Context: an optimization exercise on an open-source flow, tuned for small area, a short achievable clock period and few clock cycles per item. The choices shown serve that exercise and are no tape-out recipe.
No functional check of the RTL was part of any run shown here.
No activity file was given, so power comes from the tool's default toggle rates.

===== design/flow/config.mk =====
export PLATFORM = sky130hd
export DESIGN_NAME = conv_engine_top
export DESIGN_NICKNAME = conv_engine_top
export VERILOG_FILES = /design/flow/design.v
export SDC_FILE = /design/flow/constraint.sdc
export NUM_CORES = 4
export LEC_CHECK = 0
export CAP_MARGIN = 20
export CORE_MARGIN = 2
export CORE_UTILIZATION = 40
export CTS_BUF_LIST = sky130_fd_sc_hd__clkbuf_8 sky130_fd_sc_hd__clkbuf_4
export CTS_CLUSTER_SIZE = 30
export SETUP_SLACK_MARGIN = 0.5
export SLEW_MARGIN = 20

===== design/flow/constraint.sdc =====
create_clock -name core_clock -period 13.0 [get_ports {clk}]
set_input_delay 2.6000 -clock core_clock [delete_from_list [all_inputs] [get_ports {clk}]]
set_output_delay 2.6000 -clock core_clock [all_outputs]
set_load 0.01 [all_outputs]

===== design/flow/design.v =====
package conv_pkg;
    localparam DATA_WIDTH = 8;
    localparam TAPS = 9;
    localparam IN_CHANNELS  = 3;
    localparam OUT_CHANNELS = 9;
    localparam PIXELS = TAPS * IN_CHANNELS;
    localparam PIX_W  = $clog2(PIXELS);
    localparam ACC_WIDTH = 21;
    localparam INPUT_CREDITS = 4;
    localparam OUTPUT_CREDITS = 4;
    localparam PIXEL_MAX = 2 ** DATA_WIDTH - 1;
    localparam IN_FIFO_W = DATA_WIDTH + 1;
endpackage
`timescale 1ns/1ps
module kernel_store (
    input  logic                                                       clk,
    input  logic                                                       rst_n,
    input  logic                                                       head_valid,
    input  logic                                                       head_is_weight,
    input  logic [conv_pkg::DATA_WIDTH-1:0]                            head_data,
    input  logic [conv_pkg::PIX_W-1:0]                                 phase,
    output logic                                                       kernel_pop,
    output logic [conv_pkg::OUT_CHANNELS*conv_pkg::DATA_WIDTH-1:0]     weights,
    output logic [conv_pkg::OUT_CHANNELS*conv_pkg::DATA_WIDTH-1:0]     biases
);
    localparam DW    = conv_pkg::DATA_WIDTH;
    localparam OC    = conv_pkg::OUT_CHANNELS;
    localparam IC    = conv_pkg::IN_CHANNELS;
    localparam TAPS  = conv_pkg::TAPS;
    localparam LEN   = conv_pkg::PIXELS;
    localparam PIX_W = conv_pkg::PIX_W;
    localparam ALIGN_BIAS  = OC - conv_pkg::INPUT_CREDITS;
    localparam ALIGN_PHASE = LEN - conv_pkg::INPUT_CREDITS;
    logic [$clog2(TAPS)-1:0] ld_tap;
    logic [$clog2(IC)-1:0]   ld_ic;
    logic [$clog2(OC)-1:0]   ld_oc;
    logic [PIX_W-1:0]        ld_slot;
    logic                    ld_bias;
    logic [$clog2(OC)-1:0]   ld_bidx;
    logic                    weight_pop;
    logic                    bias_pop;
    assign weight_pop = head_valid && head_is_weight && !ld_bias && (phase == ld_slot);
    assign bias_pop   = head_valid && head_is_weight && ld_bias &&
                        (ld_bidx != ALIGN_BIAS || phase == ALIGN_PHASE);
    assign kernel_pop = weight_pop || bias_pop;
    always_ff @(posedge clk or negedge rst_n) begin
        if (!rst_n) begin
            ld_tap  <= '0;
            ld_ic   <= '0;
            ld_oc   <= '0;
            ld_slot <= '0;
            ld_bias <= 1'b0;
            ld_bidx <= '0;
        end else if (weight_pop) begin
            if (ld_tap != TAPS - 1) begin
                ld_tap  <= ld_tap + 1'b1;
                ld_slot <= ld_slot + IC;
            end else begin
                ld_tap <= '0;
                if (ld_ic != IC - 1) begin
                    ld_ic   <= ld_ic + 1'b1;
                    ld_slot <= ld_ic + 1'b1;
                end else begin
                    ld_ic   <= '0;
                    ld_slot <= '0;
                    if (ld_oc != OC - 1) begin
                        ld_oc <= ld_oc + 1'b1;
                    end else begin
                        ld_oc   <= '0;
                        ld_bias <= 1'b1;
                    end
                end
            end
        end else if (bias_pop) begin
            if (ld_bidx != OC - 1) begin
                ld_bidx <= ld_bidx + 1'b1;
            end else begin
                ld_bidx <= '0;
                ld_bias <= 1'b0;
            end
        end
    end
    genvar g, s;
    generate
        for (g = 0; g < OC; g = g + 1) begin : g_loop
            logic [DW-1:0] ring [0:LEN-1];
            always_ff @(posedge clk) begin
                ring[0] <= (weight_pop && ld_oc == g) ? head_data : ring[LEN-1];
            end
            for (s = 1; s < LEN; s = s + 1) begin : g_stage
                always_ff @(posedge clk) begin
                    ring[s] <= ring[s-1];
                end
            end
            assign weights[g*DW +: DW] = ring[g];
            always_ff @(posedge clk) begin
                if (bias_pop && ld_bidx == g) begin
                    biases[g*DW +: DW] <= head_data;
                end
            end
        end
    endgenerate
endmodule
`timescale 1ns/1ps
module window_buffer (
    input  logic                            clk,
    input  logic                            rst_n,
    input  logic                            in_valid,
    input  logic [conv_pkg::DATA_WIDTH-1:0] in_data,
    input  logic                            in_is_weight,
    input  logic                            pop,
    output logic                            head_valid,
    output logic                            head_is_weight,
    output logic [conv_pkg::DATA_WIDTH-1:0] head_data,
    output logic                            in_credit
);
    localparam DEPTH = conv_pkg::INPUT_CREDITS;
    localparam W     = conv_pkg::IN_FIFO_W;
    localparam PTR_W = $clog2(DEPTH);
    localparam CNT_W = $clog2(DEPTH + 1);
    logic [W-1:0]     mem [0:DEPTH-1];
    logic [PTR_W-1:0] wr_ptr;
    logic [PTR_W-1:0] rd_ptr;
    logic [CNT_W-1:0] count;
    logic [W-1:0]     head;
    assign head           = mem[rd_ptr];
    assign head_valid     = (count != '0);
    assign head_is_weight = head[W-1];
    assign head_data      = head[W-2:0];
    always_ff @(posedge clk) begin
        if (in_valid) begin
            mem[wr_ptr] <= {in_is_weight, in_data};
        end
    end
    always_ff @(posedge clk or negedge rst_n) begin
        if (!rst_n) begin
            wr_ptr    <= '0;
            rd_ptr    <= '0;
            count     <= '0;
            in_credit <= 1'b0;
        end else begin
            if (in_valid) begin
                wr_ptr <= wr_ptr + 1'b1;
            end
            if (pop) begin
                rd_ptr <= rd_ptr + 1'b1;
            end
            count     <= count + in_valid - pop;
            in_credit <= pop;
        end
    end
endmodule
`timescale 1ns/1ps
module mac_array (
    input  logic                                                    clk,
    input  logic                                                    rst_n,
    input  logic                                                    head_valid,
    input  logic                                                    head_is_weight,
    input  logic [conv_pkg::DATA_WIDTH-1:0]                         head_data,
    input  logic [conv_pkg::PIX_W-1:0]                              phase,
    input  logic                                                    drain_free,
    input  logic [conv_pkg::OUT_CHANNELS*conv_pkg::DATA_WIDTH-1:0]  weights,
    input  logic [conv_pkg::OUT_CHANNELS*conv_pkg::DATA_WIDTH-1:0]  biases,
    output logic                                                    pixel_pop,
    output logic [conv_pkg::OUT_CHANNELS-1:0]                       acc_done,
    output logic [conv_pkg::OUT_CHANNELS*conv_pkg::ACC_WIDTH-1:0]   acc
);
    localparam DW    = conv_pkg::DATA_WIDTH;
    localparam AW    = conv_pkg::ACC_WIDTH;
    localparam OC    = conv_pkg::OUT_CHANNELS;
    localparam LEN   = conv_pkg::PIXELS;
    localparam PIX_W = conv_pkg::PIX_W;
    logic [PIX_W-1:0] next_pixel;
    logic             last_pixel;
    logic [DW-1:0]    pixel_q [0:OC-1];
    logic [OC-1:0]    valid_q;
    logic [OC-1:0]    first_q;
    logic [OC-1:0]    last_q;
    logic [OC-1:0]    first_qq;
    logic [OC-1:0]    last_qq;
    assign last_pixel = (next_pixel == LEN - 1);
    assign pixel_pop  = head_valid && !head_is_weight && (phase == next_pixel) &&
                        (!last_pixel || drain_free);
    always_ff @(posedge clk or negedge rst_n) begin
        if (!rst_n) begin
            next_pixel <= '0;
            valid_q    <= '0;
            first_q    <= '0;
            last_q     <= '0;
            first_qq   <= '0;
            last_qq    <= '0;
            acc_done   <= '0;
        end else begin
            if (pixel_pop) begin
                next_pixel <= last_pixel ? '0 : next_pixel + 1'b1;
            end
            valid_q  <= {valid_q[OC-2:0], pixel_pop};
            first_q  <= {first_q[OC-2:0], pixel_pop && (next_pixel == '0)};
            last_q   <= {last_q[OC-2:0], pixel_pop && last_pixel};
            first_qq <= first_q;
            last_qq  <= last_q;
            acc_done <= last_qq;
        end
    end
    always_ff @(posedge clk) begin
        pixel_q[0] <= pixel_pop ? head_data : '0;
        for (int l = 1; l < OC; l = l + 1) begin
            pixel_q[l] <= pixel_q[l-1];
        end
    end
    localparam logic [AW-1:0] WINDOW_K = AW'(-LEN * ((1 << 15) - (1 << 7)));
    localparam PW = 2 * DW;
    genvar g;
    generate
        for (g = 0; g < OC; g = g + 1) begin : g_lane
            logic [DW-1:0] w;
            logic [DW-1:0] p;
            logic [DW-1:0] b;
            logic [PW-1:0] r [0:DW-1];
            logic [PW-1:0] prod_s;
            logic [PW-1:0] prod_c;
            logic [AW-1:0] base;
            assign w = weights[g*DW +: DW];
            assign p = pixel_q[g];
            assign b = biases[g*DW +: DW];
            for (genvar i = 0; i < DW; i = i + 1) begin : g_row
                assign r[i] = PW'({valid_q[g] & ~(p[i] & w[DW-1]), {(DW-1){p[i]}} & w[DW-2:0]}) << i;
            end
            logic [PW-1:0] a0, b0, a1, b1, c0, d0, c1, d1, e0, f0, s4, c4;
            assign a0 = r[0] ^ r[1] ^ r[2];
            assign b0 = ((r[0] & r[1]) | (r[0] & r[2]) | (r[1] & r[2])) << 1;
            assign a1 = r[3] ^ r[4] ^ r[5];
            assign b1 = ((r[3] & r[4]) | (r[3] & r[5]) | (r[4] & r[5])) << 1;
            assign c0 = a0 ^ b0 ^ a1;
            assign d0 = ((a0 & b0) | (a0 & a1) | (b0 & a1)) << 1;
            assign c1 = b1 ^ r[6] ^ r[7];
            assign d1 = ((b1 & r[6]) | (b1 & r[7]) | (r[6] & r[7])) << 1;
            assign e0 = c0 ^ d0 ^ c1;
            assign f0 = ((c0 & d0) | (c0 & c1) | (d0 & c1)) << 1;
            assign s4 = e0 ^ f0 ^ d1;
            assign c4 = ((e0 & f0) | (e0 & d1) | (f0 & d1)) << 1;
            always_ff @(posedge clk) begin
                prod_s <= s4;
                prod_c <= c4;
            end
            assign base = first_qq[g] ? AW'({{(AW-DW){b[DW-1]}}, b}) + WINDOW_K : acc[g*AW +: AW];
            logic [AW-1:0] ts, tc;
            assign ts = base ^ AW'(prod_s) ^ AW'(prod_c);
            assign tc = ((base & AW'(prod_s)) | (base & AW'(prod_c)) | (AW'(prod_s) & AW'(prod_c))) << 1;
            always_ff @(posedge clk) begin
                acc[g*AW +: AW] <= ts + tc;
            end
        end
    endgenerate
endmodule
`timescale 1ns/1ps
module result_drain (
    input  logic                                                  clk,
    input  logic                                                  rst_n,
    input  logic [conv_pkg::OUT_CHANNELS-1:0]                     acc_done,
    input  logic [conv_pkg::OUT_CHANNELS*conv_pkg::ACC_WIDTH-1:0] acc,
    input  logic                                                  out_credit,
    output logic                                                  drain_free,
    output logic                                                  out_valid,
    output logic [conv_pkg::DATA_WIDTH-1:0]                       out_data
);
    localparam DW   = conv_pkg::DATA_WIDTH;
    localparam AW   = conv_pkg::ACC_WIDTH;
    localparam OC   = conv_pkg::OUT_CHANNELS;
    localparam CH_W = $clog2(OC);
    localparam CR_W = $clog2(conv_pkg::OUTPUT_CREDITS + 1);
    logic [DW-1:0]   result [0:OC-1];
    logic            holding;
    logic [CH_W-1:0] send_ch;
    logic [CR_W-1:0] credits;
    logic            send;
    assign send       = holding && (credits != '0);
    assign drain_free = !holding;
    genvar g;
    generate
        for (g = 0; g < OC; g = g + 1) begin : g_clamp
            logic signed [AW-1:0] sum;
            assign sum = $signed(acc[g*AW +: AW]);
            always_ff @(posedge clk) begin
                if (acc_done[g]) begin
                    result[g] <= sum[AW-1] ? {DW{1'b0}} :
                                 (|sum[AW-2:DW]) ? {DW{1'b1}} : sum[DW-1:0];
                end
            end
        end
    endgenerate
    always_ff @(posedge clk) begin
        out_data <= result[send_ch];
    end
    always_ff @(posedge clk or negedge rst_n) begin
        if (!rst_n) begin
            holding   <= 1'b0;
            send_ch   <= '0;
            credits   <= conv_pkg::OUTPUT_CREDITS;
            out_valid <= 1'b0;
        end else begin
            credits   <= credits + out_credit - send;
            out_valid <= send;
            if (acc_done[0]) begin
                holding <= 1'b1;
                send_ch <= '0;
            end else if (send) begin
                if (send_ch == OC - 1) begin
                    holding <= 1'b0;
                    send_ch <= '0;
                end else begin
                    send_ch <= send_ch + 1'b1;
                end
            end
        end
    end
endmodule
`timescale 1ns/1ps
module conv_engine_top (
    input  logic                            clk,
    input  logic                            rst_n,
    input  logic                            in_valid,
    input  logic [conv_pkg::DATA_WIDTH-1:0] in_data,
    input  logic                            in_is_weight,
    input  logic                            out_credit,
    output logic                            in_credit,
    output logic                            out_valid,
    output logic [conv_pkg::DATA_WIDTH-1:0] out_data
);
    localparam DW    = conv_pkg::DATA_WIDTH;
    localparam AW    = conv_pkg::ACC_WIDTH;
    localparam OC    = conv_pkg::OUT_CHANNELS;
    localparam LEN   = conv_pkg::PIXELS;
    localparam PIX_W = conv_pkg::PIX_W;
    logic                 head_valid;
    logic                 head_is_weight;
    logic [DW-1:0]        head_data;
    logic                 kernel_pop;
    logic                 pixel_pop;
    logic [PIX_W-1:0]     phase;
    logic [OC*DW-1:0]     weights;
    logic [OC*DW-1:0]     biases;
    logic                 drain_free;
    logic [OC-1:0]        acc_done;
    logic [OC*AW-1:0]     acc;
    always_ff @(posedge clk or negedge rst_n) begin
        if (!rst_n) begin
            phase <= '0;
        end else begin
            phase <= (phase == LEN - 1) ? '0 : phase + 1'b1;
        end
    end
    window_buffer u_fifo (
        .clk           (clk),
        .rst_n         (rst_n),
        .in_valid      (in_valid),
        .in_data       (in_data),
        .in_is_weight  (in_is_weight),
        .pop           (kernel_pop || pixel_pop),
        .head_valid    (head_valid),
        .head_is_weight(head_is_weight),
        .head_data     (head_data),
        .in_credit     (in_credit)
    );
    kernel_store u_kernel_store (
        .clk           (clk),
        .rst_n         (rst_n),
        .head_valid    (head_valid),
        .head_is_weight(head_is_weight),
        .head_data     (head_data),
        .phase         (phase),
        .kernel_pop    (kernel_pop),
        .weights       (weights),
        .biases        (biases)
    );
    mac_array u_mac_array (
        .clk           (clk),
        .rst_n         (rst_n),
        .head_valid    (head_valid),
        .head_is_weight(head_is_weight),
        .head_data     (head_data),
        .phase         (phase),
        .drain_free    (drain_free),
        .weights       (weights),
        .biases        (biases),
        .pixel_pop     (pixel_pop),
        .acc_done      (acc_done),
        .acc           (acc)
    );
    result_drain u_result_drain (
        .clk        (clk),
        .rst_n      (rst_n),
        .acc_done   (acc_done),
        .acc        (acc),
        .out_credit (out_credit),
        .drain_free (drain_free),
        .out_valid  (out_valid),
        .out_data   (out_data)
    );
endmodule

===== design/flow/run.sh =====
#!/bin/bash
# synth_recipe.tcl (not shown) runs the flow's synth.tcl, then flattens the netlist and writes it again
# the make line also repeats each setting of config.mk as NAME=value (left out here)
make -C /OpenROAD-flow-scripts/flow DESIGN_CONFIG=/design/flow/config.mk WORK_HOME=/design/flow/orfs CLKGATE_MAP_FILE= SYNTH_SCRIPT=/design/flow/synth_recipe.tcl finish

==> run_results.csv, run 1 <==
group,metric,value,unit
finish,multi_input_area,0.0257,mm²
min_path,hold_path_class,"reg -> reg",
synth,synth-seq-cells,2704,
drt,vias,43900,
setup_path,crit_slowest_cell,"clkdlybuf4s50_1",
synth,syn_area,0.0849,mm²
setup_path,crit_required,10.40,ns
power,p_leak,41.9,nW
floorplan,initial_core_util,40.1,%
cts,cts.sinks,2704,
setup_path,worstSetupPathType,"reg -> out",
cts,hold_buffers,0,
global_route,grt-ovfl-total,0,
drt,drt-initial-drc-count,2289,
finish,num-fill-cells,18800,
timing,tightest_slew,0.996,ns
setup_path,cp.depth,1,
power,pwr_density_cell,181,mW/mm²
drt,dr.pass1.iters,6,
global_route,grt_max_degree,56,
setup_path,critPathMaxStageDelay,0.58,ns
timing,hold_viol_final,0,
cts,clockBufferDepth,4,
min_path,whs_path_depth,0,
cts,post_cts_resized,0,
floorplan,die-area,0.216,mm²
setup_path,worstPathCellList,"clkdlybuf4s50_1",
setup_path,rr_worst_depth,10,
synth,seq_area_frac_synth,66.3,%
timing,final.period_utilization,35.9,%
power,vdd_drop_max,0.000175,V
run_status,status,"complete, no violations",
floorplan,fp.dieW,465,µm
setup_path,worst-path-max-fanout,1,
cts,cts_setup_buffers,0,
global_route,antenna_found_initial,19,
cts,clk_latency,1.06,ns
drt,wire_per_inst,15.4,µm
finish,nets,7511,
synth,syn-num-nets,7157,
cts,cts_tree,"done",
synth,netlist_instances,6340,
finish,ff_latch_area,0.0563,mm²
floorplan,rows,169,
floorplan,core_region_area,0.211,mm²
placement,port_buffers,22,
drt,vias_per_cell,4.45,
placement,hpwlAfterDp,98.3,mm
setup_path,arrival,2.07,ns
global_route,grtUsageTotal,14.1,%
global_route,grt_pass1_wl,242,mm
finish,drive_gt1_share,12.6,%
setup_path,end_kind,"output port",
timing,fmax,214,MHz
timing,skew,0.0998,ns
timing,relSlewSlack,33.6,%
cts,numCtsBuffers,416,
timing,setup_violations,0,
floorplan,dieHeight,465,µm
synth,synthFlopType,"dfxtp_1",
timing,slew_viol_final,0,
timing,holdWs,0.226,ns
setup_path,start_kind,"register",
global_route,grt_pass1_vias,45400,
timing,setup_tns,0,ns
timing,period_minus_slack,4.67,ns
synth,avgSynthCellArea,13.4,µm²
cts,cts_root_buffer,"clkbuf_8",
synth,synth_edf_count,180,
finish,layout_common_cells,"dfxtp_1, inv_1, clkbuf_8",
cts,path_clk_slew,0.07,ns
drt,drc,0,
floorplan,ios,23,
timing,rsz0062_at_grt,"false",
drt,routed_wl,151,mm
placement,finalWeightedCongestion,0.841,
finish,mostFrequentLayoutCell,"dfxtp_1",
drt,postRouteAntennaNets,0,
finish,area_delta_synth_final,14.9,%
job,cap_violations,0,
synth,ys_async_sr_fraction,2.85,%
setup_path,critPathBufInv,1,
synth,yosys_warnings,25,
cts,ctsHtreeMaxLevel,5,
setup_path,cp_top_family,"buffers and inverters",
synth,ys_types,80,
[layout make-up]
cell class              instances  area share (%)
repair buffers                 33           0.308
clock buffers                 630            8.11
multi-input cells            2864            26.3
well taps                    2821            3.62
inverters                     675            2.60
flip-flops and latches       2704            57.7
clock inverters               116            1.26
diodes                         17          0.0436
[path summary, 6_finish.rpt]
kind	slack, ns	startpoint	end
max reg2reg	8.86	u_mac_array.first_qq[3]	u_mac_array.acc[82]
max	8.33	u_fifo.in_credit	in_credit
min reg2reg	0.23	u_kernel_store.g_loop[2].ring[10][5]	u_kernel_store.g_loop[2].ring[11][5]
max in group asynchronous	10.37	rst_n	u_mac_array.first_qq[2]
min	0.23	u_kernel_store.g_loop[2].ring[10][5]	u_kernel_store.g_loop[2].ring[11][5]
min in group asynchronous	1.47	rst_n	u_fifo.wr_ptr[0]
[sequential cells by signal, summed over array words and instances (netlist names), 9 cells and up]
signal and cells:
u_kernel_store.g_loop.ring 1944, u_mac_array.acc 189, u_mac_array.g_lane.prod_s 135, u_mac_array.g_lane.prod_c 99, u_kernel_store.biases 72, u_mac_array.pixel_q 72, u_result_drain.result 72, u_fifo.mem 36
u_mac_array.acc_done 9, u_mac_array.first_qq 9, u_mac_array.valid_q 9
[per-layer routing]
metal  up-vias  track usage, %  wire [µm]
met2       997            21.5      66500
met5         -               0         21
met4         4            6.58       5560
li1      21200               -          -
met1     21400            19.1      70900
met3       338            3.20       8320
[metrics by stage]
stage	utilization (%)	instance area, µm²	std cells	power, mW	setup WS [ns]
final	46.1	97600	9860	17.7	8.33
after CTS	46.1	97500	9843	18.0	8.10
after floorplan	-	84900	6340	9.86	9.42
after global routing	46.1	97500	9850	18.5	8.14
after detailed placement	41.8	88400	9097	10.4	8.71
after global placement	41.8	88400	9097	10.4	8.72
[where the power goes]
| part | switching (mW) | total (mW) | leakage (nW) | internal (mW) |
|---|---|---|---|---|
| registers | 0.174 | 8.87 | 22.4 | 8.70 |
| logic | 0.886 | 1.35 | 14.6 | 0.466 |
| clock network | 3.11 | 7.46 | 4.85 | 4.35 |
[logic make-up (layout without fill, tap and decap cells)]
| family | after synthesis | in the layout | synth area share, % |
|---|---|---|---|
| multiplexers | 104 | 104 | 1.48 |
| AND/OR/NAND/NOR | 1145 | 1145 | 6.55 |
| buffers and inverters | 772 | 1454 | 3.42 |
| XOR/XNOR | 141 | 141 | 1.45 |
| adder cells (fa/ha/maj) | 804 | 804 | 15.8 |
| AO/OA/AOI/OAI | 670 | 670 | 4.97 |
| other | 0 | 17 | 0 |
| flip-flops | 2704 | 2704 | 66.3 |
[synth_stat cells (11+ instances only)]
cell | number | share of area (%)
dfrtp_1 | 76 | 2.2
a22oi_1 | 11 | 0.097
mux2_2 | 82 | 1.1
dfxtp_1 | 2447 | 58
edfxtp_1 | 180 | 6.4
nor2b_1 | 31 | 0.23
nor2_1 | 137 | 0.61
o21ai_0 | 158 | 0.93
a21o_1 | 64 | 0.57
nand4_1 | 18 | 0.13
clkbuf_1 | 87 | 0.38
nand2_1 | 503 | 2.2
xor2_1 | 42 | 0.43
a21boi_0 | 55 | 0.49
or2_2 | 23 | 0.17
inv_1 | 674 | 3.0
a21oi_1 | 207 | 1.2
a31oi_1 | 22 | 0.16
a211oi_1 | 23 | 0.20
nand2b_1 | 46 | 0.34
o21bai_1 | 14 | 0.12
nand3_1 | 41 | 0.24
nor3_1 | 27 | 0.16
o21a_1 | 18 | 0.16
and3_1 | 22 | 0.16
nor4_1 | 33 | 0.24
and2_1 | 230 | 1.7
or3_1 | 12 | 0.088
xnor2_1 | 99 | 1.0
fa_1 | 443 | 10
ha_1 | 361 | 5.3
==> run 2, diff against run 1 <==
--- a/design/flow/config.mk
+++ b/design/flow/config.mk
@@ -8,7 +8,7 @@
 export CAP_MARGIN = 20
 export CORE_MARGIN = 2
 export CORE_UTILIZATION = 40
-export CTS_BUF_LIST = sky130_fd_sc_hd__clkbuf_8 sky130_fd_sc_hd__clkbuf_4
-export CTS_CLUSTER_SIZE = 30
+export CTS_CLUSTER_DIAMETER = 60
+export CTS_CLUSTER_SIZE = 28
 export SETUP_SLACK_MARGIN = 0.5
 export SLEW_MARGIN = 20
==> run 2 against run 1 <==
Effect of this change:
- still clean
- flip-flop and latch count unchanged
- first-iteration DRC count rose by 8.8%
- die area stayed put
- register-to-register slack about the same
- utilization shrank 1.8 points
- synthesized cell count unchanged
- critical path depth stayed put
- critical path type unchanged
- critical endpoint unchanged
- highest routed layer unchanged
==> run_results.csv, run 2 <==
group,metric,value,unit
power,vdd_drop_max,0.000180,V
placement,dp_cells,9097,
min_path,hold_path_class,"reg -> reg",
floorplan,core_region_area,0.211,mm²
global_route,grt_pass1_wl,232,mm
setup_path,crit_required,10.40,ns
setup_path,end_kind,"output port",
floorplan,die-area,0.216,mm²
timing,skew,0.0337,ns
setup_path,start_kind,"register",
finish,mostFrequentLayoutCell,"dfxtp_1",
power,seqPwrFrac,56.7,%
finish,layout_common_cells,"dfxtp_1, inv_1, nand2_1",
placement,port_buffers,22,
cts,ctsHtreeMaxLevel,4,
cts,path_clk_slew,0.10,ns
synth,syn-num-nets,7157,
placement,finalWeightedCongestion,0.841,
floorplan,ios,23,
cts,cts_setup_buffers,0,
drt,drc,0,
timing,tightest_slew,0.963,ns
global_route,grt_max_degree,56,
finish,area_delta_synth_final,10.4,%
synth,synthTopCellsByArea,"dfxtp_1, fa_1, edfxtp_1",
global_route,grt_pass1_vias,42400,
cts,clk_latency,0.82,ns
global_route,grt-ovfl-total,0,
floorplan,fp.dieW,465,µm
synth,syn_area,0.0849,mm²
power,combPwrFrac,8.6,%
synth,synth_top_area_share,57.7,%
power,swShare,25.6,%
synth,yosysTopAreaCell,"dfxtp_1",
timing,holdWs,0.298,ns
synth,seq_area_frac_synth,66.3,%
synth,avgSynthCellArea,13.4,µm²
power,p_int,11.6,mW
timing,setup_tns,0,ns
timing,final.period_utilization,34.5,%
cts,post_cts_resized,0,
synth,yosys_warnings,25,
setup_path,arrival,1.88,ns
timing,relSlewSlack,35.8,%
cts,cts_root_buffer,"clkbuf_16",
finish,largest_reg_flops,1944,
timing,slew_viol_final,0,
power,p_leak,39.6,nW
synth,synth-seq-cells,2704,
drt,dr.pass1.iters,8,
drt,drt-initial-drc-count,2491,
setup_path,worstPathCellList,"clkdlybuf4s50_1",
synth,ys_async_sr_fraction,2.85,%
power,pwr_density_cell,167,mW/mm²
cts,clockBufferDepth,3,
setup_path,worstSetupPathType,"reg -> out",
power,power_frac_clock,34.7,%
drt,vias,42000,
setup_path,worst-path-max-fanout,1,
finish,stdcell_count,9361,
cts,cts_tree,"done",
finish,largestRegisters,"u_kernel_store.g_loop.ring x1944, u_mac_array.acc x189, u_mac_array.g_lane.prod_s x135",
synth,netlist_instances,6340,
placement,hpwlAfterDp,98.3,mm
job,cap_violations,0,
cts,hold_buffers,0,
setup_path,critPathBufInv,1,
power,p_sw,4.00,mW
synth,synthFlopType,"dfxtp_1",
drt,vias_per_cell,4.49,
finish,nets,7248,
drt,routed_wl,146,mm
setup_path,crit_slowest_cell,"clkdlybuf4s50_1",
setup_path,cp_top_family,"buffers and inverters",
global_route,grtUsageTotal,13.6,%
setup_path,regToRegSetupSlack,8.87,ns
drt,wire_per_inst,15.6,µm
cts,cts.sinks,2704,
global_route,antenna_found_initial,15,
finish,top_register,"u_kernel_store.g_loop.ring",
synth,ys_types,80,
timing,rsz0062_at_grt,"false",
timing,setup_violations,0,
drt,postRouteAntennaNets,0,
synth,yosysMostFrequentCell,"dfxtp_1",
floorplan,rows,169,
timing,hold_viol_final,0,
floorplan,dieHeight,465,µm
timing,fmax,223,MHz
run_status,status,"complete, no violations",
synth,synth_edf_count,180,
timing,period_minus_slack,4.48,ns
synth,synth_common_cells,"dfxtp_1, inv_1, nand2_1",
floorplan,initial_core_util,40.1,%
setup_path,critPathMaxStageDelay,0.59,ns
finish,drive_gt1_share,6.20,%
cts,numCtsBuffers,153,
-- run 2: cell counts after synthesis --
No cell type changed its count.
-- run 2: layer usage --
metal  track usage (%)  up-vias  share of wire, %
met4              5.11        2               3.4
met1              19.0    20500                48
li1                  -    20500                 -
met2              21.0      812                44
met3              2.63      244               5.3
met5                 0        -            0.0089
-- run 2: area by class of cell --
cell class | instances | area [µm²]
Multi-Input combinational cell | 2864 | 25700
Tap cell | 2821 | 3530
Timing Repair Buffer | 33 | 300
Antenna cell | 4 | 10.0
Clock buffer | 164 | 3980
Inverter | 675 | 2530
Clock inverter | 96 | 1330
Sequential cell | 2704 | 56300
Fill cell | 19000 | 118000
-- run 2: cell families after synthesis --
family / count (synthesis) / synth area share, %
AO/OA/AOI/OAI: 670 / 4.97
XOR/XNOR: 141 / 1.45
adder cells (fa/ha/maj): 804 / 15.8
buffers and inverters: 772 / 3.42
flip-flops: 2704 / 66.3
multiplexers: 104 / 1.48
AND/OR/NAND/NOR: 1145 / 6.55
-- run 2: worst reg2reg max path: cells and delay by family (launching register included) --
kind	cells	cell delay [ns]
AOI/OAI and AO/OA	7	2.14
adders and majority gates	3	1.04
DFF	1	0.84
-- run 2: worst paths after layout --
kind / startpoint / end / cells past startpoint
min: u_kernel_store.g_loop[6].ring[11][6] / u_kernel_store.g_loop[6].ring[12][6] / 0
max reg2reg: u_mac_array.first_qq[3] / u_mac_array.acc[82] / 10
min in group asynchronous: rst_n / u_fifo.wr_ptr[1] / 1
min reg2reg: u_kernel_store.g_loop[6].ring[11][6] / u_kernel_store.g_loop[6].ring[12][6] / 0
max: u_fifo.in_credit / in_credit / 1
max in group asynchronous: rst_n / u_mac_array.acc_done[7] / 2
-- run 2: power groups by stage --
| stage | registers (mW) | logic (mW) | clock network, mW |
|---|---|---|---|
| floorplan | 8.97 | 0.886 | 0 |
| finish | 8.86 | 1.35 | 5.42 |
| CTS | 8.86 | 1.39 | 5.61 |
| global route | 8.89 | 1.52 | 5.92 |
| detailed placement | 9.05 | 1.39 | 0 |
| global placement | 9.04 | 1.36 | 0 |
-- run 2: per-stage QoR --
step	power (mW)	setup WS, ns	cell area (µm²)	util, %
finish	15.6	8.52	93700	44.3
global placement	10.4	8.72	88400	41.8
global route	16.3	8.40	93700	44.3
detailed placement	10.4	8.71	88400	41.8
floorplan	9.86	9.42	84900	-
CTS	15.9	8.34	93700	44.3
==> run 3, diff against run 2 <==
--- a/design/flow/design.v
+++ b/design/flow/design.v
@@ -92,7 +92,7 @@
                     ring[s] <= ring[s-1];
                 end
             end
-            assign weights[g*DW +: DW] = ring[g];
+            assign weights[g*DW +: DW] = ring[g / 3];
             always_ff @(posedge clk) begin
                 if (bias_pop && ld_bidx == g) begin
                     biases[g*DW +: DW] <= head_data;
@@ -170,44 +170,39 @@
     localparam OC    = conv_pkg::OUT_CHANNELS;
     localparam LEN   = conv_pkg::PIXELS;
     localparam PIX_W = conv_pkg::PIX_W;
+    localparam GROUP  = 3;
+    localparam GROUPS = OC / GROUP;
     logic [PIX_W-1:0] next_pixel;
     logic             last_pixel;
-    logic [DW-1:0]    pixel_q [0:OC-1];
-    logic [OC-1:0]    valid_q;
-    logic [OC-1:0]    first_q;
-    logic [OC-1:0]    last_q;
-    logic [OC-1:0]    first_qq;
-    logic [OC-1:0]    last_qq;
+    logic [DW-1:0]    pixel_q [0:GROUPS-1];
+    logic [GROUPS-1:0] valid_q;
+    logic [GROUPS:0]   first_q;
+    logic [GROUPS+1:0] last_q;
     assign last_pixel = (next_pixel == LEN - 1);
     assign pixel_pop  = head_valid && !head_is_weight && (phase == next_pixel) &&
                         (!last_pixel || drain_free);
     always_ff @(posedge clk or negedge rst_n) begin
         if (!rst_n) begin
             next_pixel <= '0;
-            valid_q    <= '0;
-            first_q    <= '0;
             last_q     <= '0;
-            first_qq   <= '0;
-            last_qq    <= '0;
-            acc_done   <= '0;
         end else begin
             if (pixel_pop) begin
                 next_pixel <= last_pixel ? '0 : next_pixel + 1'b1;
             end
-            valid_q  <= {valid_q[OC-2:0], pixel_pop};
-            first_q  <= {first_q[OC-2:0], pixel_pop && (next_pixel == '0)};
-            last_q   <= {last_q[OC-2:0], pixel_pop && last_pixel};
-            first_qq <= first_q;
-            last_qq  <= last_q;
-            acc_done <= last_qq;
+            last_q <= {last_q[GROUPS:0], pixel_pop && last_pixel};
         end
     end
     always_ff @(posedge clk) begin
+        valid_q    <= {valid_q[GROUPS-2:0], pixel_pop};
+        first_q    <= {first_q[GROUPS-1:0], pixel_pop && (next_pixel == '0)};
         pixel_q[0] <= pixel_pop ? head_data : '0;
-        for (int l = 1; l < OC; l = l + 1) begin
+        for (int l = 1; l < GROUPS; l = l + 1) begin
             pixel_q[l] <= pixel_q[l-1];
         end
     end
+    for (genvar l = 0; l < OC; l = l + 1) begin : g_done
+        assign acc_done[l] = last_q[l / GROUP + 2];
+    end
     localparam logic [AW-1:0] WINDOW_K = AW'(-LEN * ((1 << 15) - (1 << 7)));
     localparam PW = 2 * DW;
     genvar g;
@@ -221,10 +216,10 @@
             logic [PW-1:0] prod_c;
             logic [AW-1:0] base;
             assign w = weights[g*DW +: DW];
-            assign p = pixel_q[g];
+            assign p = pixel_q[g / GROUP];
             assign b = biases[g*DW +: DW];
             for (genvar i = 0; i < DW; i = i + 1) begin : g_row
-                assign r[i] = PW'({valid_q[g] & ~(p[i] & w[DW-1]), {(DW-1){p[i]}} & w[DW-2:0]}) << i;
+                assign r[i] = PW'({valid_q[g / GROUP] & ~(p[i] & w[DW-1]), {(DW-1){p[i]}} & w[DW-2:0]}) << i;
             end
             logic [PW-1:0] a0, b0, a1, b1, c0, d0, c1, d1, e0, f0, s4, c4;
             assign a0 = r[0] ^ r[1] ^ r[2];
@@ -243,7 +238,7 @@
                 prod_s <= s4;
                 prod_c <= c4;
             end
-            assign base = first_qq[g] ? AW'({{(AW-DW){b[DW-1]}}, b}) + WINDOW_K : acc[g*AW +: AW];
+            assign base = first_q[g / GROUP + 1] ? AW'({{(AW-DW){b[DW-1]}}, b}) + WINDOW_K : acc[g*AW +: AW];
             logic [AW-1:0] ts, tc;
             assign ts = base ^ AW'(prod_s) ^ AW'(prod_c);
             assign tc = ((base & AW'(prod_s)) | (base & AW'(prod_c)) | (AW'(prod_s) & AW'(prod_c))) << 1;
--- a/design/flow/config.mk
+++ b/design/flow/config.mk
@@ -8,7 +8,7 @@
 export CAP_MARGIN = 20
 export CORE_MARGIN = 2
 export CORE_UTILIZATION = 40
-export CTS_CLUSTER_DIAMETER = 60
-export CTS_CLUSTER_SIZE = 28
+export CTS_CLUSTER_DIAMETER = 80
+export CTS_CLUSTER_SIZE = 35
 export SETUP_SLACK_MARGIN = 0.5
 export SLEW_MARGIN = 20
==> run 3 against run 2 <==
Effect of this change:
- clock power shrank 16%
- critical path type is now reg -> reg
- fmax decreased by 14%
- flip-flop and latch count down 66
- highest routed layer unchanged
- register-to-register slack worse by 1.1 ns
==> run_results.csv, run 3 <==
group,metric,value,unit
setup_path,start_kind,"register",
global_route,grt_pass1_wl,231,mm
synth,yosysMostFrequentCell,"dfxtp_1",
setup_path,end_kind,"register",
power,p_leak,38.5,nW
floorplan,ios,23,
cts,ctsHtreeMaxLevel,3,
floorplan,fp.dieW,462,µm
drt,postRouteAntennaNets,0,
finish,mostFrequentLayoutCell,"dfxtp_1",
timing,tightest_slew,1.06,ns
synth,synth_common_cells,"dfxtp_1, inv_1, nand2_1",
timing,period_minus_slack,5.22,ns
timing,hold_viol_final,0,
synth,ys_types,77,
cts,cts_tree,"done",
placement,place_ws,7.82,ns
finish,utilization,43.7,%
setup_path,arrival,5.89,ns
power,power_frac_clock,30.1,%
drt,wire_per_inst,15.5,µm
cts,clk_latency,0.80,ns
synth,ys_async_sr_fraction,1.97,%
synth,synth-seq-cells,2638,
drt,routed_wl,144,mm
drt,drt-initial-drc-count,2550,
global_route,grtUsageTotal,13.7,%
cts,post_cts_resized,0,
synth,yosys_warnings,25,
global_route,grt_pass1_vias,42400,
setup_path,rr_worst_depth,13,
power,seqPwrFrac,58.3,%
placement,hpwlAfterDp,94.9,mm
power,swShare,26.5,%
timing,slew_viol_final,0,
finish,largest_reg_flops,1944,
floorplan,dieHeight,462,µm
synth,yosysTopAreaCell,"dfxtp_1",
drt,dr.pass1.iters,8,
cts,cts_root_buffer,"clkbuf_16",
synth,synthFlopType,"dfxtp_1",
timing,setup_tns,0,ns
finish,drive_gt1_share,5.50,%
finish,num-fill-cells,18900,
timing,rsz0062_at_grt,"false",
finish,nets,7242,
power,vdd_drop_max,0.000177,V
power,p_sw,3.99,mW
cts,clockBufferDepth,3,
timing,final.period_utilization,40.1,%
setup_path,worstSetupPathType,"reg -> reg",
timing,skew,0.0422,ns
finish,area_delta_synth_final,8.95,%
timing,fin_ws,7.78,ns
floorplan,die-area,0.213,mm²
cts,numCtsBuffers,112,
synth,syn-num-nets,7225,
power,pwr_density_cell,165,mW/mm²
placement,port_buffers,22,
finish,multi_input_area,0.0259,mm²
setup_path,crit_required,13.67,ns
timing,fmax,192,MHz
finish,ff_latch_area,0.0549,mm²
cts,cts_setup_buffers,0,
drt,vias_per_cell,4.53,
timing,setup_violations,0,
synth,synth_top_area_share,57.4,%
floorplan,rows,168,
floorplan,core_region_area,0.209,mm²
timing,relSlewSlack,29.0,%
min_path,whs_path_depth,0,
cts,hold_buffers,0,
synth,synth_edf_count,180,
power,p_int,11.1,mW
job,cap_violations,0,
global_route,grt_max_degree,83,
floorplan,initial_core_util,40.1,%
synth,seq_area_frac_synth,65.4,%
power,combPwrFrac,11.5,%
cts,cts.sinks,2638,
setup_path,worst-path-max-fanout,82,
synth,netlist_instances,6408,
cts,path_clk_slew,0.11,ns
synth,synthTopCellsByArea,"dfxtp_1, fa_1, edfxtp_1",
finish,largestRegisters,"u_kernel_store.g_loop.ring x1944, u_mac_array.acc x189, u_mac_array.g_lane.prod_s x135",
finish,top_register,"u_kernel_store.g_loop.ring",
finish,layout_common_cells,"dfxtp_1, inv_1, nand2_1",
synth,avgSynthCellArea,13.1,µm²
synth,syn_area,0.0839,mm²
drt,drc,0,
global_route,grt-ovfl-total,0,
placement,finalWeightedCongestion,0.821,
min_path,hold_path_class,"reg -> reg",
run_status,status,"complete, no violations",
drt,vias,42200,
global_route,antenna_found_initial,25,
-- run 3: cell count changes in the layout (fill, tap and decap cells not counted), moves of 15 or more --
cell,before,now
dfrtp_1,76,49
nand2b_1,46,15
clkbuf_16,157,113
dfxtp_1,2447,2398
a21o_1,64,46
buf_4,12,41
nand2_1,503,536
inv_6,20,5
o21ai_0,158,178
-- run 3: power groups by stage --
stage | registers, mW | clock network (mW) | logic [mW]
final | 8.78 | 4.54 | 1.74
after CTS | 8.79 | 4.72 | 1.77
after global placement | 8.96 | 0 | 1.73
after global routing | 8.83 | 4.99 | 1.96
after detailed placement | 8.97 | 0 | 1.76
after floorplan | 8.89 | 0 | 1.20
-- run 3: logic make-up (layout without fill, tap and decap cells) --
family                     Yosys count  count (layout)  share of synthesized area, %
xor gates and xnor gates           142             142                          1.48
muxes                              106             106                          1.53
adders and majority gates          804             804                          15.9
AOI/OAI and AO/OA                  694             694                          5.15
and+or+nand+nor                   1177            1177                          6.71
DFF                               2638            2638                          65.4
buffers and inverters              847             933                          3.79
other                                0               9                             0
-- run 3: area by class of cell --
cell class                      instances  area share, %
Clock inverter                         64           1.29
Timing Repair Buffer                   63          0.572
Antenna cell                            9         0.0246
Sequential cell                      2638           60.0
Clock buffer                          119           3.14
Tap cell                             2805           3.84
Inverter                              687           2.82
Multi-Input combinational cell       2923           28.3
-- run 3: final timing paths --
check                                                     startpoint                              endpoint  slack, ns
worst max-delay path                          u_mac_array.first_q[3]                  u_mac_array.acc[165]       7.78
worst min-delay path            u_kernel_store.g_loop[3].ring[18][1]  u_kernel_store.g_loop[3].ring[19][1]       0.30
worst max register to register                u_mac_array.first_q[3]                  u_mac_array.acc[165]       7.78
worst min register to register  u_kernel_store.g_loop[3].ring[18][1]  u_kernel_store.g_loop[3].ring[19][1]       0.30
max in group asynchronous                                      rst_n                 u_mac_array.last_q[2]      10.44
min in group asynchronous                                      rst_n              u_result_drain.out_valid       1.91
-- run 3: stage by stage --
step	instances	hold WS, ns	instance area [µm²]	total power, mW
after floorplan	6408	0.310	83900	10.1
after global placement	9116	0.310	87400	10.7
after detailed placement	9116	0.312	87400	10.7
after CTS	9299	0.295	91400	15.3
after global routing	9303	0.297	91400	15.8
final	9308	0.303	91400	15.1
-- run 3: metal layers --
metal  GRT usage [%]  up-vias  wire, µm
met5               0        -        13
met4            4.27        2      3660
li1                -    20500         -
met2            21.7      797     64000
met1            19.4    20700     69400
met3            1.99      212      7040
-- run 3: worst max-delay path: stages (launching register included) --
cell,delay (ns)
dfxtp_2,0.33
buf_4,0.63
clkinv_1,0.79
mux2_2,0.50
fa_1,0.47
inv_1,0.05
ha_1,0.37
a2111oi_0,0.42
o21ai_0,0.24
a41oi_1,0.39
o21ai_0,0.29
a31o_2,0.34
a21o_1,0.15
o311a_1,0.12
==> run 4, diff against run 3 <==
==> design/flow/flow/run.sh (new file) <==
#!/bin/bash
# Standard layout, with the port buffers made of plain buf_4 cells instead
# of the flow's default pick, a slow delay buffer.
set -euo pipefail
export BUFFER_PORTS_ARGS="-buffer_cell sky130_fd_sc_hd__buf_4"
bash standard.sh > standard_flow.log 2>&1
==> design/flow/standard.sh (new file) <==
#!/bin/bash
# synth_recipe.tcl (not shown) runs the flow's synth.tcl, then flattens the netlist and writes it again
# the make line also repeats each setting of config.mk as NAME=value (left out here)
make -C /OpenROAD-flow-scripts/flow DESIGN_CONFIG=/design/flow/config.mk WORK_HOME=/design/flow/orfs CLKGATE_MAP_FILE= SYNTH_SCRIPT=/design/flow/synth_recipe.tcl "${@:-finish}"
removed: design/flow/run.sh
==> run 4 against run 3 <==
Effect of this change:
- still clean on timing, DRC and antenna
- setup slack improved by 1.0 ns
- first-iteration DRC count fell by 7.3%
- combinational power barely moved
- global-route usage rose by 0.096 points
- final cell count fell by 0.12%
- worst hold slack improved by 0.011 ns
- synthesized area did not move
- via count fell by 0.16%
- critical path type unchanged
- highest routed layer is now met4
==> run_results.csv, run 4 <==
group,metric,value,unit
timing,setup_violations,0,
setup_path,regToRegSetupSlack,8.80,ns
floorplan,rows,168,
synth,avgSynthCellArea,13.1,µm²
power,pwr_density_cell,164,mW/mm²
run_status,status,"complete, no violations",
synth,synth_top_area_share,57.4,%
timing,final.period_utilization,32.3,%
setup_path,rr_worst_depth,12,
synth,yosysMostFrequentCell,"dfxtp_1",
global_route,grt_pass1_vias,42700,
finish,num-fill-cells,18900,
synth,synth-seq-cells,2638,
global_route,grtUsageTotal,13.8,%
drt,drt-initial-drc-count,2363,
timing,period_minus_slack,4.20,ns
global_route,antenna_found_initial,18,
floorplan,fp.dieW,462,µm
finish,largestRegisters,"u_kernel_store.g_loop.ring x1944, u_mac_array.acc x189, u_mac_array.g_lane.prod_s x135",
cts,path_clk_slew,0.12,ns
drt,postRouteAntennaNets,0,
placement,port_buffers,22,
synth,synthFlopType,"dfxtp_1",
setup_path,cp-endpoint,"u_mac_array.acc[166]",
setup_path,worstPathCellList,"buf_4 -> o21ai_0 -> ha_1 -> ha_1 -> fa_1 -> a21o_1 -> a21oi_1 -> o21bai_1 -> a2111oi_0 -> o31a_1 -> a21oi_1 -> mux2_2",
finish,nets,7242,
synth,ys_async_sr_fraction,1.97,%
setup_path,startpoint,"u_mac_array.first_q[3]",
timing,relSlewSlack,29.5,%
drt,wire_per_inst,15.5,µm
finish,top_register,"u_kernel_store.g_loop.ring",
cts,hold_buffers,0,
drt,vias_per_cell,4.53,
setup_path,r2r-start,"u_mac_array.first_q[3]",
setup_path,worst-path-max-fanout,81,
synth,synth_common_cells,"dfxtp_1, inv_1, nand2_1",
timing,setup_tns,0,ns
setup_path,end_kind,"register",
setup_path,arrival,4.88,ns
cts,cts.sinks,2638,
placement,hpwlAfterDp,95.8,mm
synth,ys_types,77,
min_path,hold_path_class,"reg -> reg",
synth,yosys_warnings,25,
power,vdd_drop_max,0.000125,V
power,p_leak,38.4,nW
finish,largest_reg_flops,1944,
cts,cts_tree,"done",
synth,synthTopCellsByArea,"dfxtp_1, fa_1, edfxtp_1",
setup_path,start_kind,"register",
synth,seq_area_frac_synth,65.4,%
job,cap_violations,0,
timing,slew_viol_final,0,
timing,rsz0062_at_grt,"false",
synth,netlist_instances,6408,
global_route,grt-ovfl-total,0,
setup_path,worstSetupPathType,"reg -> reg",
timing,skew,0.0457,ns
floorplan,initial_core_util,40.1,%
drt,vias,42100,
synth,syn-num-nets,7225,
global_route,grt_max_degree,82,
cts,cts_setup_buffers,0,
finish,area_delta_synth_final,8.68,%
setup_path,crit_slowest_cell,"a2111oi_0",
cts,numCtsBuffers,108,
cts,ctsHtreeMaxLevel,3,
synth,synth_edf_count,180,
cts,clk_latency,0.80,ns
placement,finalWeightedCongestion,0.835,
synth,yosysTopAreaCell,"dfxtp_1",
drt,dr.pass1.iters,5,
cts,cts_root_buffer,"clkbuf_16",
timing,fmax,238,MHz
timing,tightest_slew,1.06,ns
finish,mostFrequentLayoutCell,"dfxtp_1",
finish,layout_common_cells,"dfxtp_1, inv_1, nand2_1",
drt,drc,0,
finish,drive_gt1_share,5.67,%
setup_path,reg2reg_to,"u_mac_array.acc[166]",
cts,clockBufferDepth,3,
setup_path,critPathMaxStageDelay,0.71,ns
setup_path,crit_required,13.68,ns
synth,syn_area,0.0839,mm²
floorplan,die-area,0.213,mm²
global_route,grt_pass1_wl,233,mm
floorplan,dieHeight,462,µm
cts,post_cts_resized,0,
drt,routed_wl,145,mm
floorplan,ios,23,
timing,hold_viol_final,0,
floorplan,core_region_area,0.209,mm²
power,total_power,14.9,mW
run 4: cell counts after synthesis:
No cell type changed its count.
run 4: cells by family (layout without fill, tap and decap cells):
family / Yosys count / in the layout / share of synthesized area (%)
multiplexers: 106 / 106 / 1.53
buffers and inverters: 847 / 928 / 3.79
flip-flops: 2638 / 2638 / 65.4
AO/OA/AOI/OAI: 694 / 694 / 5.15
AND/OR/NAND/NOR: 1177 / 1177 / 6.71
adder cells (fa/ha/maj): 804 / 804 / 15.9
XOR/XNOR: 142 / 142 / 1.48
other: 0 / 3 / 0
run 4: layer usage:
| metal | up-vias | part of all wire, % | global-route usage [%] |
|---|---|---|---|
| li1 | 20400 | - | - |
| met1 | 20700 | 48 | 19.3 |
| met2 | 728 | 44 | 21.8 |
| met3 | 226 | 4.4 | 2.05 |
| met4 | 0 | 2.9 | 4.78 |
| met5 | - | 0 | 0 |
run 4: area by class of cell:
class	instances	area (µm²)	area share, %
Sequential cell	2638	54900	60.2
Multi-Input combinational cell	2923	25900	28.4
Clock buffer	116	2790	3.05
Timing Repair Buffer	67	510	0.560
Clock inverter	58	1070	1.17
Inverter	687	2580	2.83
Tap cell	2805	3510	3.85
Antenna cell	3	7.51	0.00823
run 4: worst min-delay path by stage:
stage,startpoint,to,depth (start not counted)
after global routing,u_kernel_store.g_loop[6].ring[6][1],u_kernel_store.g_loop[6].ring[7][1],0
final,u_kernel_store.g_loop[6].ring[6][1],u_kernel_store.g_loop[6].ring[7][1],0
after floorplan,u_kernel_store.g_loop[0].ring[9][0],u_kernel_store.g_loop[0].ring[10][0],0
after CTS,u_kernel_store.g_loop[6].ring[6][1],u_kernel_store.g_loop[6].ring[7][1],0
after global placement,u_kernel_store.g_loop[2].ring[20][6],u_kernel_store.g_loop[2].ring[21][6],0
after detailed placement,u_kernel_store.g_loop[0].ring[14][0],u_kernel_store.g_loop[0].ring[15][0],0
run 4: worst max-delay path: cells and delay by family (launching register included):
kind	cells	cell delay (ns)
adder cells (fa/ha/maj)	3	1.02
multiplexers	1	0.27
AO/OA/AOI/OAI	7	1.85
flip-flops	1	0.35
buffers and inverters	1	0.61
run 4: where the power goes:
| part | switching, mW | total (mW) | leakage, nW | internal, mW |
|---|---|---|---|---|
| clock | 2.66 | 4.40 | 1.83 | 1.74 |
| combinational | 1.10 | 1.73 | 14.8 | 0.634 |
| sequential | 0.197 | 8.79 | 21.8 | 8.59 |
run 4: per-stage QoR:
step	std cells	setup WS, ns	hold slack (ns)	area, µm²	util (%)
2_1_floorplan	6408	9.20	0.310	83900	-
3_3_place_gp	9119	8.76	0.310	87300	41.8
3_5_place_dp	9120	8.71	0.312	87400	41.8
4_1_cts	9294	8.69	0.312	91200	43.6
5_1_grt	9297	8.35	0.305	91200	43.6
6_report	9297	8.80	0.314	91200	43.6
==> run 5, diff against run 4 <==
--- a/design/flow/design.v
+++ b/design/flow/design.v
@@ -176,32 +176,32 @@
     logic             last_pixel;
     logic [DW-1:0]    pixel_q [0:GROUPS-1];
     logic [GROUPS-1:0] valid_q;
-    logic [GROUPS:0]   first_q;
-    logic [GROUPS+1:0] last_q;
+    logic [GROUPS:0]   open_q;
+    logic [GROUPS:0]   last_q;
+    logic [PIX_W-1:0]  next_pixel_d;
     assign last_pixel = (next_pixel == LEN - 1);
     assign pixel_pop  = head_valid && !head_is_weight && (phase == next_pixel) &&
                         (!last_pixel || drain_free);
+    assign next_pixel_d = !pixel_pop ? next_pixel : last_pixel ? '0 : next_pixel + 1'b1;
     always_ff @(posedge clk or negedge rst_n) begin
         if (!rst_n) begin
             next_pixel <= '0;
             last_q     <= '0;
         end else begin
-            if (pixel_pop) begin
-                next_pixel <= last_pixel ? '0 : next_pixel + 1'b1;
-            end
-            last_q <= {last_q[GROUPS:0], pixel_pop && last_pixel};
+            next_pixel <= next_pixel_d;
+            last_q     <= {last_q[GROUPS-1:0], pixel_pop && last_pixel};
         end
     end
     always_ff @(posedge clk) begin
         valid_q    <= {valid_q[GROUPS-2:0], pixel_pop};
-        first_q    <= {first_q[GROUPS-1:0], pixel_pop && (next_pixel == '0)};
+        open_q     <= {open_q[GROUPS-1:0], next_pixel_d != '0};
         pixel_q[0] <= pixel_pop ? head_data : '0;
         for (int l = 1; l < GROUPS; l = l + 1) begin
             pixel_q[l] <= pixel_q[l-1];
         end
     end
     for (genvar l = 0; l < OC; l = l + 1) begin : g_done
-        assign acc_done[l] = last_q[l / GROUP + 2];
+        assign acc_done[l] = last_q[l / GROUP + 1];
     end
     localparam logic [AW-1:0] WINDOW_K = AW'(-LEN * ((1 << 15) - (1 << 7)));
     localparam PW = 2 * DW;
@@ -238,12 +238,14 @@
                 prod_s <= s4;
                 prod_c <= c4;
             end
-            assign base = first_q[g / GROUP + 1] ? AW'({{(AW-DW){b[DW-1]}}, b}) + WINDOW_K : acc[g*AW +: AW];
+            logic [AW-1:0] sum_q;
             logic [AW-1:0] ts, tc;
-            assign ts = base ^ AW'(prod_s) ^ AW'(prod_c);
-            assign tc = ((base & AW'(prod_s)) | (base & AW'(prod_c)) | (AW'(prod_s) & AW'(prod_c))) << 1;
+            assign ts = sum_q ^ AW'(prod_s) ^ AW'(prod_c);
+            assign tc = ((sum_q & AW'(prod_s)) | (sum_q & AW'(prod_c)) | (AW'(prod_s) & AW'(prod_c))) << 1;
+            assign acc[g*AW +: AW] = ts + tc;
             always_ff @(posedge clk) begin
-                acc[g*AW +: AW] <= ts + tc;
+                sum_q <= open_q[g / GROUP + 1] ? acc[g*AW +: AW] :
+                         AW'({{(AW-DW){b[DW-1]}}, b}) + WINDOW_K;
             end
         end
     endgenerate
==> design/flow/run.sh (new file) <==
#!/bin/bash
# synth_recipe.tcl (not shown) runs the flow's synth.tcl, then flattens the netlist and writes it again
# the make line also repeats each setting of config.mk as NAME=value (left out here)
make -C /OpenROAD-flow-scripts/flow DESIGN_CONFIG=/design/flow/config.mk WORK_HOME=/design/flow/orfs CLKGATE_MAP_FILE= SYNTH_SCRIPT=/design/flow/synth_recipe.tcl finish
removed: design/flow/flow/run.sh
removed: design/flow/standard.sh
==> run 5 against run 4 <==
Effect of this change:
- routed wire length rose by 3.9%
- register-to-register slack barely moved
- count of clock-buffer cells in the layout increased by 4
- clock skew increased by 0.0050 ns
- flip-flop and latch count shrank 1
- clock power barely moved
- first-iteration DRC count grew 2.9%
- critical endpoint is now in_credit
- highest routed layer is now met5
==> run_results.csv, run 5 <==
group,metric,value,unit
power,total_power,14.1,mW
drt,routed_wl,150,mm
finish,nets,7163,
cts,hold_buffers,0,
finish,area_delta_synth_final,8.68,%
floorplan,fp.dieW,464,µm
timing,period_minus_slack,4.30,ns
cts,ctsHtreeMaxLevel,3,
placement,hpwlAfterDp,101,mm
synth,syn-num-nets,7148,
timing,hold_viol_final,0,
global_route,grt_pass1_wl,241,mm
floorplan,initial_core_util,40.3,%
finish,largestRegisters,"u_kernel_store.g_loop.ring x1944, u_mac_array.g_lane.sum_q x189, u_mac_array.g_lane.prod_s x135",
timing,slew_viol_final,0,
synth,yosys_warnings,25,
cts,clk_latency,0.81,ns
cts,post_cts_resized,0,
floorplan,core_region_area,0.210,mm²
timing,skew,0.0507,ns
synth,yosysMostFrequentCell,"dfxtp_1",
setup_path,end_kind,"output port",
placement,finalWeightedCongestion,0.820,
setup_path,worstPathCellList,"clkdlybuf4s50_1",
power,vdd_drop_max,0.000162,V
power,p_leak,38.7,nW
finish,num-fill-cells,19000,
floorplan,die-area,0.215,mm²
synth,synth_edf_count,180,
finish,drive_gt1_share,4.71,%
placement,port_buffers,22,
setup_path,crit_required,10.40,ns
synth,seq_area_frac_synth,64.9,%
power,swShare,25.1,%
floorplan,rows,168,
cts,cts_setup_buffers,0,
drt,vias,42900,
placement,dp_cells,9041,
synth,ys_types,94,
global_route,grtUsageTotal,14.0,%
power,seqPwrFrac,60.6,%
cts,path_clk_slew,0.12,ns
setup_path,worst-path-max-fanout,1,
timing,final.period_utilization,33.1,%
drt,drt-initial-drc-count,2431,
finish,layout_common_cells,"dfxtp_1, and2_1, fa_1",
finish,stdcell_count,9221,
drt,dr.pass1.iters,5,
synth,synthTopCellsByArea,"dfxtp_1, fa_1, edfxtp_1",
finish,multi_input_area,0.0276,mm²
synth,ys_async_sr_fraction,1.93,%
drt,postRouteAntennaNets,0,
finish,ff_latch_area,0.0549,mm²
finish,largest_reg_flops,1944,
cts,cts_tree,"done",
setup_path,cp_top_family,"buffers and inverters",
cts,numCtsBuffers,108,
global_route,grt_max_degree,52,
job,cap_violations,0,
power,p_sw,3.54,mW
timing,relSlewSlack,25.1,%
cts,clockBufferDepth,3,
setup_path,critPathMaxStageDelay,0.55,ns
global_route,grt_pass1_vias,43500,
synth,synth_common_cells,"dfxtp_1, and2_1, fa_1",
drt,wire_per_inst,16.3,µm
global_route,antenna_found_initial,11,
timing,setup_tns,0,ns
run_status,status,"complete, no violations",
min_path,hold_path_class,"reg -> reg",
finish,mostFrequentLayoutCell,"dfxtp_1",
setup_path,crit_slowest_cell,"clkdlybuf4s50_1",
synth,yosysTopAreaCell,"dfxtp_1",
synth,synth-seq-cells,2637,
synth,syn_area,0.0845,mm²
power,combPwrFrac,8.0,%
power,pwr_density_cell,153,mW/mm²
drt,drc,0,
timing,holdWs,0.292,ns
cts,cts.sinks,2637,
floorplan,ios,23,
global_route,grt-ovfl-total,0,
floorplan,dieHeight,464,µm
finish,top_register,"u_kernel_store.g_loop.ring",
timing,setup_violations,0,
power,power_frac_clock,31.4,%
cts,cts_root_buffer,"clkbuf_16",
synth,netlist_instances,6332,
setup_path,critPathBufInv,1,
timing,rsz0062_at_grt,"false",
drt,vias_per_cell,4.66,
setup_path,arrival,1.70,ns
synth,synth_top_area_share,57.0,%
timing,fmax,232,MHz
timing,tightest_slew,1.12,ns
synth,avgSynthCellArea,13.3,µm²
setup_path,start_kind,"register",
synth,synthFlopType,"dfxtp_1",
power,p_int,10.5,mW
setup_path,worstSetupPathType,"reg -> out",
## run 5: final cells by class
type | count | share of cell area (%)
Clock buffer | 120 | 3.11
Multi-Input combinational cell | 3141 | 30.0
Antenna cell | 6 | 0.0164
Clock inverter | 53 | 1.11
Inverter | 400 | 1.64
Sequential cell | 2637 | 59.7
Tap cell | 2805 | 3.82
Timing Repair Buffer | 59 | 0.541
## run 5: routing by layer
metal	GRT usage [%]	vias up	part of all wire [%]
li1	-	20700	-
met1	19.8	21300	48
met2	22.5	680	45
met3	2.01	226	3.6
met4	3.98	2	2.9
met5	0	-	0.0080
## run 5: power by group through the flow
| stage | sequential, mW | clock (mW) | combinational, mW |
|---|---|---|---|
| after floorplan | 8.66 | 0 | 0.639 |
| after global placement | 8.71 | 0 | 1.13 |
| after detailed placement | 8.72 | 0 | 1.14 |
| after CTS | 8.54 | 4.59 | 1.15 |
| after global routing | 8.56 | 4.86 | 1.23 |
| final | 8.53 | 4.42 | 1.12 |
## run 5: logic make-up (layout without fill, tap and decap cells)
kind of cell	count (synthesis)	in the layout	synth area share [%]
and+or+nand+nor	1290	1290	7.97
AOI/OAI and AO/OA	825	825	6.27
other	0	6	0
xor gates and xnor gates	145	145	1.50
muxes	78	78	1.01
buffers and inverters	554	632	2.48
adders and majority gates	803	803	15.8
DFF	2637	2637	64.9
## run 5: final timing paths
path	from	end	slack, ns	cells after the start
min in group asynchronous	rst_n	u_kernel_store.ld_tap[2]	2.00	2
max in group asynchronous	rst_n	u_result_drain.credits[1]	10.39	2
hold reg to reg	u_kernel_store.g_loop[3].ring[23][3]	u_kernel_store.g_loop[3].ring[24][3]	0.29	0
hold / removal	u_kernel_store.g_loop[3].ring[23][3]	u_kernel_store.g_loop[3].ring[24][3]	0.29	0
setup reg to reg	u_fifo.rd_ptr[1]	u_kernel_store.g_loop[5].ring[0][0]	8.81	7
setup / recovery	u_fifo.in_credit	in_credit	8.70	1
## run 5: worst register-to-register path, stage by stage (launching register included)
cell     delay (ns)
dfrtp_1        0.93
mux4_2         0.43
nand2_1        0.09
or4_1          0.87
nor3b_2        0.83
nand2_1        0.60
nand2_1        0.21
o21ai_0        0.10
## run 5: per-stage QoR
step	setup slack (ns)	cell area [µm²]	util (%)
floorplan	9.44	84500	-
global placement	8.64	87900	41.9
detailed placement	8.65	87900	41.9
CTS	8.59	91800	43.7
global route	8.50	91800	43.8
finish	8.70	91800	43.8

[separate check: timing with driven ports]
The results above use ideal ports. As a check the final layouts listed here were re-extracted and re-timed, cells and wires unchanged.
Step 1 (the two cells are an assumption about what drives the block):
set clk [get_ports {clk}]
set_driving_cell -lib_cell sky130_fd_sc_hd__clkbuf_16 $clk
set_driving_cell -lib_cell sky130_fd_sc_hd__buf_2 [delete_from_list [all_inputs] $clk]
Step 2 times the ports against the registers' clock, not the clock port: input delays grow and output delays shrink by t, the midpoint of the rising clock arrivals with the driver on.
a / b / c = ideal ports / drivers / drivers and shift; a / b = the first two.
| run | shift t [ns] | setup WS [ns] | latest minus earliest clock arrival (ns) |
|---|---|---|---|
| run 1 | 1.081 | 8.333 / 8.254 / 8.748 | 0.109 / 0.110 |
| run 2 | 0.879 | 8.517 / 8.435 / 8.713 | 0.040 / 0.040 |
| run 3 | 0.859 | 7.781 / 7.781 / 7.781 | 0.057 / 0.057 |
| run 4 | 0.859 | 8.799 / 8.799 / 8.799 | 0.047 / 0.047 |
| run 5 | 0.863 | 8.697 / 8.611 / 8.689 | 0.072 / 0.072 |
After both steps every run listed still meets setup and hold. For run 5, which loses most, drivers alone change the setup slack by -0.086 ns; drivers and shift together by -0.008 ns.
